Background: an optimization exercise with open tools, aiming at small area. Do not read the settings as production practice. The RTL was checked by simulation tests, not by an equivalence proof against the original design.

Design div_top, start of the top module:
module div_top (
    input  wire        i_clk,
    input  wire        i_rst,
    input  wire        en,
    input  wire [15:0] a,
    input  wire [15:0] b,
    output logic       done,
    output logic [15:0] result
);
    function automatic logic [26:0] add27(input logic [26:0] p, input logic [26:0] q, input logic ci);
        logic c;
        logic cz;
        logic pre;
        logic [26:0] h;
        c = ci;
        for (int j = 0; j < 9; j++) begin
            add27[j] = p[j] ^ q[j] ^ c;
            c = (p[j] & q[j]) | (c & (p[j] ^ q[j]));
        end
        cz = 1'b0;
        for (int j = 9; j < 18; j++) begin
            h[j] = p[j] ^ q[j] ^ cz;
            cz = (p[j] & q[j]) | (cz & (p[j] ^ q[j]));
        end
        pre = 1'b1;
        for (int j = 9; j < 18; j++) begin
            add27[j] = h[j] ^ (c & pre);
            pre = pre & h[j];
        end
        c = cz | (c & pre);
        cz = 1'b0;
        for (int j = 18; j < 27; j++) begin
            h[j] = p[j] ^ q[j] ^ cz;
            cz = (p[j] & q[j]) | (cz & (p[j] ^ q[j]));
        end
        pre = 1'b1;
        for (int j = 18; j < 27; j++) begin
            add27[j] = h[j] ^ (c & pre);
            pre = pre & h[j];
        end
        c = cz | (c & pre);
    endfunction
    function automatic logic [53:0] csa27(input logic [26:0] p, input logic [26:0] q, input logic [26:0] r, input logic ci);
  ...
For scale: roughly 1700 cells after synthesis, about 52 I/O pins, about 12000 sq um of cells after synthesis.
==> flow/config.mk <==
export PLATFORM = sky130hd
export DESIGN_NAME = div_top
export DESIGN_NICKNAME = div_top
export VERILOG_FILES = /design/flow/design.v
export SDC_FILE = /design/flow/constraint.sdc
export NUM_CORES = 4
export LEC_CHECK = 0
export ABC_AREA = 1
export CAP_MARGIN = 20
export CORE_MARGIN = 2
export CORE_UTILIZATION = 45
export GPL_TIMING_DRIVEN = 0
export SLEW_MARGIN = 20
==> flow/constraint.sdc <==
create_clock -name core_clock -period 16.0 [get_ports {i_clk}]
set_input_delay 3.2000 -clock core_clock [delete_from_list [all_inputs] [get_ports {i_clk}]]
set_output_delay 3.2000 -clock core_clock [all_outputs]
set_load 0.01 [all_outputs]
standard.sh (not shown) runs the stock make flow with config.mk's settings and CLKGATE_MAP_FILE= SYNTH_SCRIPT=/design/flow/synth_recipe.tcl, a recipe that flattens the netlist after the stock synthesis.
==> flow/flow/run.sh <==
#!/bin/bash
# The standard layout with two changes that only affect buffering:
#  - port buffers are the smallest buffer cell,
#  - the buffers abc adds for fanout are removed at floorplan; repair_design
#    puts back what slew and capacitance need.
set -euo pipefail
export BUFFER_PORTS_ARGS="-buffer_cell sky130_fd_sc_hd__buf_1"
export REMOVE_ABC_BUFFERS=1
bash standard.sh > standard_flow.log 2>&1
Rerun with:
--- a/flow/design.v
+++ b/flow/design.v
@@ -14,36 +14,47 @@
 );
     function automatic logic [26:0] add27(input logic [26:0] p, input logic [26:0] q, input logic ci);
         logic c;
         logic cz;
         logic pre;
         logic [26:0] h;
         c = ci;
-        for (int j = 0; j < 9; j++) begin
+        for (int j = 0; j < 7; j++) begin
             add27[j] = p[j] ^ q[j] ^ c;
             c = (p[j] & q[j]) | (c & (p[j] ^ q[j]));
         end
         cz = 1'b0;
-        for (int j = 9; j < 18; j++) begin
+        for (int j = 7; j < 14; j++) begin
             h[j] = p[j] ^ q[j] ^ cz;
             cz = (p[j] & q[j]) | (cz & (p[j] ^ q[j]));
         end
         pre = 1'b1;
-        for (int j = 9; j < 18; j++) begin
+        for (int j = 7; j < 14; j++) begin
             add27[j] = h[j] ^ (c & pre);
             pre = pre & h[j];
         end
         c = cz | (c & pre);
         cz = 1'b0;
-        for (int j = 18; j < 27; j++) begin
+        for (int j = 14; j < 21; j++) begin
             h[j] = p[j] ^ q[j] ^ cz;
             cz = (p[j] & q[j]) | (cz & (p[j] ^ q[j]));
         end
         pre = 1'b1;
-        for (int j = 18; j < 27; j++) begin
+        for (int j = 14; j < 21; j++) begin
+            add27[j] = h[j] ^ (c & pre);
+            pre = pre & h[j];
+        end
+        c = cz | (c & pre);
+        cz = 1'b0;
+        for (int j = 21; j < 27; j++) begin
+            h[j] = p[j] ^ q[j] ^ cz;
+            cz = (p[j] & q[j]) | (cz & (p[j] ^ q[j]));
+        end
+        pre = 1'b1;
+        for (int j = 21; j < 27; j++) begin
             add27[j] = h[j] ^ (c & pre);
             pre = pre & h[j];
         end
         c = cz | (c & pre);
     endfunction
     function automatic logic [53:0] csa27(input logic [26:0] p, input logic [26:0] q, input logic [26:0] r, input logic ci);
         logic [26:0] s;
After rerunning: The changed run completed with no timing, DRC or antenna violations; utilization came out lower by 1.5 points; via count is lower by 0.80%; setup slack gains 42 ps; global-route usage grows by 0.62 points; critical path depth goes down by 3; cell count climbs by 0.46%; synthesized cell count went up by 2.0%; non-clock buffer count went down by 23; wire length barely changes; first-iteration DRC count is lower by 2.5%.

---

Another version of the RTL of div_top (not shown whole).
Size in the first run: about 1600 cells after synthesis, ~10000 sq um of cells after synthesis.
==> flow/design.v (excerpt) <==
module div_top (
    input  wire        i_clk,
    input  wire        i_rst,
    input  wire        en,
    input  wire [15:0] a,
    input  wire [15:0] b,
    output logic       done,
    output logic [15:0] result
);
    function automatic logic [26:0] add27(input logic [26:0] p, input logic [26:0] q, input logic ci);
        logic c;
        logic cz;
        logic pre;
        logic [26:0] h;
        c = ci;
        for (int j = 0; j < 7; j++) begin
            add27[j] = p[j] ^ q[j] ^ c;
            c = (p[j] & q[j]) | (c & (p[j] ^ q[j]));
        end
        cz = 1'b0;
        for (int j = 7; j < 14; j++) begin
            h[j] = p[j] ^ q[j] ^ cz;
            cz = (p[j] & q[j]) | (cz & (p[j] ^ q[j]));
        end
        pre = 1'b1;
        for (int j = 7; j < 14; j++) begin
            add27[j] = h[j] ^ (c & pre);
            pre = pre & h[j];
        end
        c = cz | (c & pre);
        cz = 1'b0;
        for (int j = 14; j < 21; j++) begin
            h[j] = p[j] ^ q[j] ^ cz;
            cz = (p[j] & q[j]) | (cz & (p[j] ^ q[j]));
        end
        pre = 1'b1;
        for (int j = 14; j < 21; j++) begin
            add27[j] = h[j] ^ (c & pre);
            pre = pre & h[j];
        end
        c = cz | (c & pre);
        cz = 1'b0;
        for (int j = 21; j < 27; j++) begin
            h[j] = p[j] ^ q[j] ^ cz;
            cz = (p[j] & q[j]) | (cz & (p[j] ^ q[j]));
        end
        pre = 1'b1;
        for (int j = 21; j < 27; j++) begin
            add27[j] = h[j] ^ (c & pre);
            pre = pre & h[j];
        end
        c = cz | (c & pre);
    endfunction
    function automatic logic [53:0] csa27(input logic [26:0] p, input logic [26:0] q, input logic [26:0] r, input logic ci);
        logic [26:0] s;
        logic [26:0] c;
        s = p ^ q ^ r;
        c = {((p[25:0] & q[25:0]) | (p[25:0] & r[25:0]) | (q[25:0] & r[25:0])), ci};
        csa27 = {c, s};
    endfunction
    logic [1:0]  phase;
    logic [26:0] x;
    logic [7:0]  bh;
    logic [3:0]  fq;
    logic        bq;
    always_ff @(posedge i_clk or posedge i_rst) begin
        if (i_rst) phase <= 2'd0;
        else if (en) phase <= phase + 2'd1;
    end
    assign done = (phase == 2'd3);
    wire den_ph = (phase == 2'd1);
    logic [3:0] lead;
    always_comb begin
        lead = 4'd14;
  ...
export LEC_CHECK = 0
export ABC_AREA = 1
export CAP_MARGIN = 20
export CORE_MARGIN = 2
export CORE_UTILIZATION = 50
export CTS_BUF_LIST = sky130_fd_sc_hd__clkbuf_4 sky130_fd_sc_hd__clkbuf_8
export GPL_TIMING_DRIVEN = 0
export SLEW_MARGIN = 20
create_clock -name core_clock -period 16.0 [get_ports {i_clk}]
==> flow/flow/run.sh <==
#!/bin/bash
# The standard layout with changes that only affect mapping and buffering:
#  - abc maps for area without its own fanout buffering and upsizing
#    (flow/abc_area.script replaces ORFS's abc_area.script; every other
#    ORFS script is used as it is),
#  - port buffers are the smallest buffer cell,
#  - any buffers from synthesis are removed at floorplan; repair_design and
#    repair_timing add what slew, capacitance and timing need.
set -euo pipefail
here=$(pwd)
mkdir -p "$here/scripts"
for f in "$FLOW_HOME"/scripts/*; do
  ln -sf "$f" "$here/scripts/"
done
rm -f "$here/scripts/abc_area.script"
cp "$here/flow/abc_area.script" "$here/scripts/abc_area.script"
export SCRIPTS_DIR="$here/scripts"
export BUFFER_PORTS_ARGS="-buffer_cell sky130_fd_sc_hd__buf_1"
export REMOVE_ABC_BUFFERS=1
bash standard.sh > standard_flow.log 2>&1
==> flow/flow/abc_area.script <==
strash
dch
map -B 0.9
topo
stime -c
dnsize -c
Rerun with:
--- a/flow/design.v
+++ b/flow/design.v
@@ -9,57 +9,46 @@
     input  wire        en,
     input  wire [15:0] a,
     input  wire [15:0] b,
     output logic       done,
     output logic [15:0] result
 );
     function automatic logic [26:0] add27(input logic [26:0] p, input logic [26:0] q, input logic ci);
         logic c;
         logic cz;
         logic pre;
         logic [26:0] h;
         c = ci;
-        for (int j = 0; j < 7; j++) begin
+        for (int j = 0; j < 9; j++) begin
             add27[j] = p[j] ^ q[j] ^ c;
             c = (p[j] & q[j]) | (c & (p[j] ^ q[j]));
         end
         cz = 1'b0;
-        for (int j = 7; j < 14; j++) begin
+        for (int j = 9; j < 18; j++) begin
             h[j] = p[j] ^ q[j] ^ cz;
             cz = (p[j] & q[j]) | (cz & (p[j] ^ q[j]));
         end
         pre = 1'b1;
-        for (int j = 7; j < 14; j++) begin
+        for (int j = 9; j < 18; j++) begin
             add27[j] = h[j] ^ (c & pre);
             pre = pre & h[j];
         end
         c = cz | (c & pre);
         cz = 1'b0;
-        for (int j = 14; j < 21; j++) begin
+        for (int j = 18; j < 27; j++) begin
             h[j] = p[j] ^ q[j] ^ cz;
             cz = (p[j] & q[j]) | (cz & (p[j] ^ q[j]));
         end
         pre = 1'b1;
-        for (int j = 14; j < 21; j++) begin
-            add27[j] = h[j] ^ (c & pre);
-            pre = pre & h[j];
-        end
-        c = cz | (c & pre);
-        cz = 1'b0;
-        for (int j = 21; j < 27; j++) begin
-            h[j] = p[j] ^ q[j] ^ cz;
-            cz = (p[j] & q[j]) | (cz & (p[j] ^ q[j]));
-        end
-        pre = 1'b1;
-        for (int j = 21; j < 27; j++) begin
+        for (int j = 18; j < 27; j++) begin
             add27[j] = h[j] ^ (c & pre);
             pre = pre & h[j];
         end
         c = cz | (c & pre);
     endfunction
     function automatic logic [53:0] csa27(input logic [26:0] p, input logic [26:0] q, input logic [26:0] r, input logic ci);
         logic [26:0] s;
         logic [26:0] c;
         s = p ^ q ^ r;
         c = {((p[25:0] & q[25:0]) | (p[25:0] & r[25:0]) | (q[25:0] & r[25:0])), ci};
         csa27 = {c, s};
     endfunction
What happened: Via count drops by 5.8%. Worst hold slack improves by 0.062 ns. Clock-buffer cell count goes down by 1. Global-route usage stays flat.

==> what the ideal ports hide <==
In the flow no input, the clock included, has a driving cell. The finished layouts below were timed again as built, in two steps. Step 1, drivers: a clkbuf_16 drives i_clk and a buf_2 each remaining input, both assumed. Step 2 times the ports against the registers' clock, not the clock port: input delays grow and output delays shrink by t, the midpoint of the rising clock arrivals with the driver on. Three values: ideal, step 1, step 2; two values: the first two.
| run | t, ns | setup WS [ns] | hold slack, ns | clock arrival spread, ns | pins driven straight from the clock port |
|---|---|---|---|---|---|
| the first run of note 1 | 0.315 | 0.686 / 0.692 / 0.377 | 0.501 / 0.501 / 0.501 | 0.006 / 0.006 | 1 |
| the second run of note 1 | 0.341 | 0.728 / 0.756 / 0.416 | 0.512 / 0.512 / 0.512 | 0.005 / 0.005 | 1 |
| the first run of note 2 | 0.339 | 1.081 / 1.044 / 1.383 | 0.551 / 0.551 / 0.551 | 0.012 / 0.012 | 1 |
| the second run of note 2 | 0.339 | 0.765 / 0.730 / 1.069 | 0.613 / 0.613 / 0.613 | 0.008 / 0.008 | 1 |
After both steps every run listed still meets setup and hold. For the second run of note 1, which loses most, drivers alone change the setup slack by +0.028 ns; drivers and shift together by -0.312 ns.
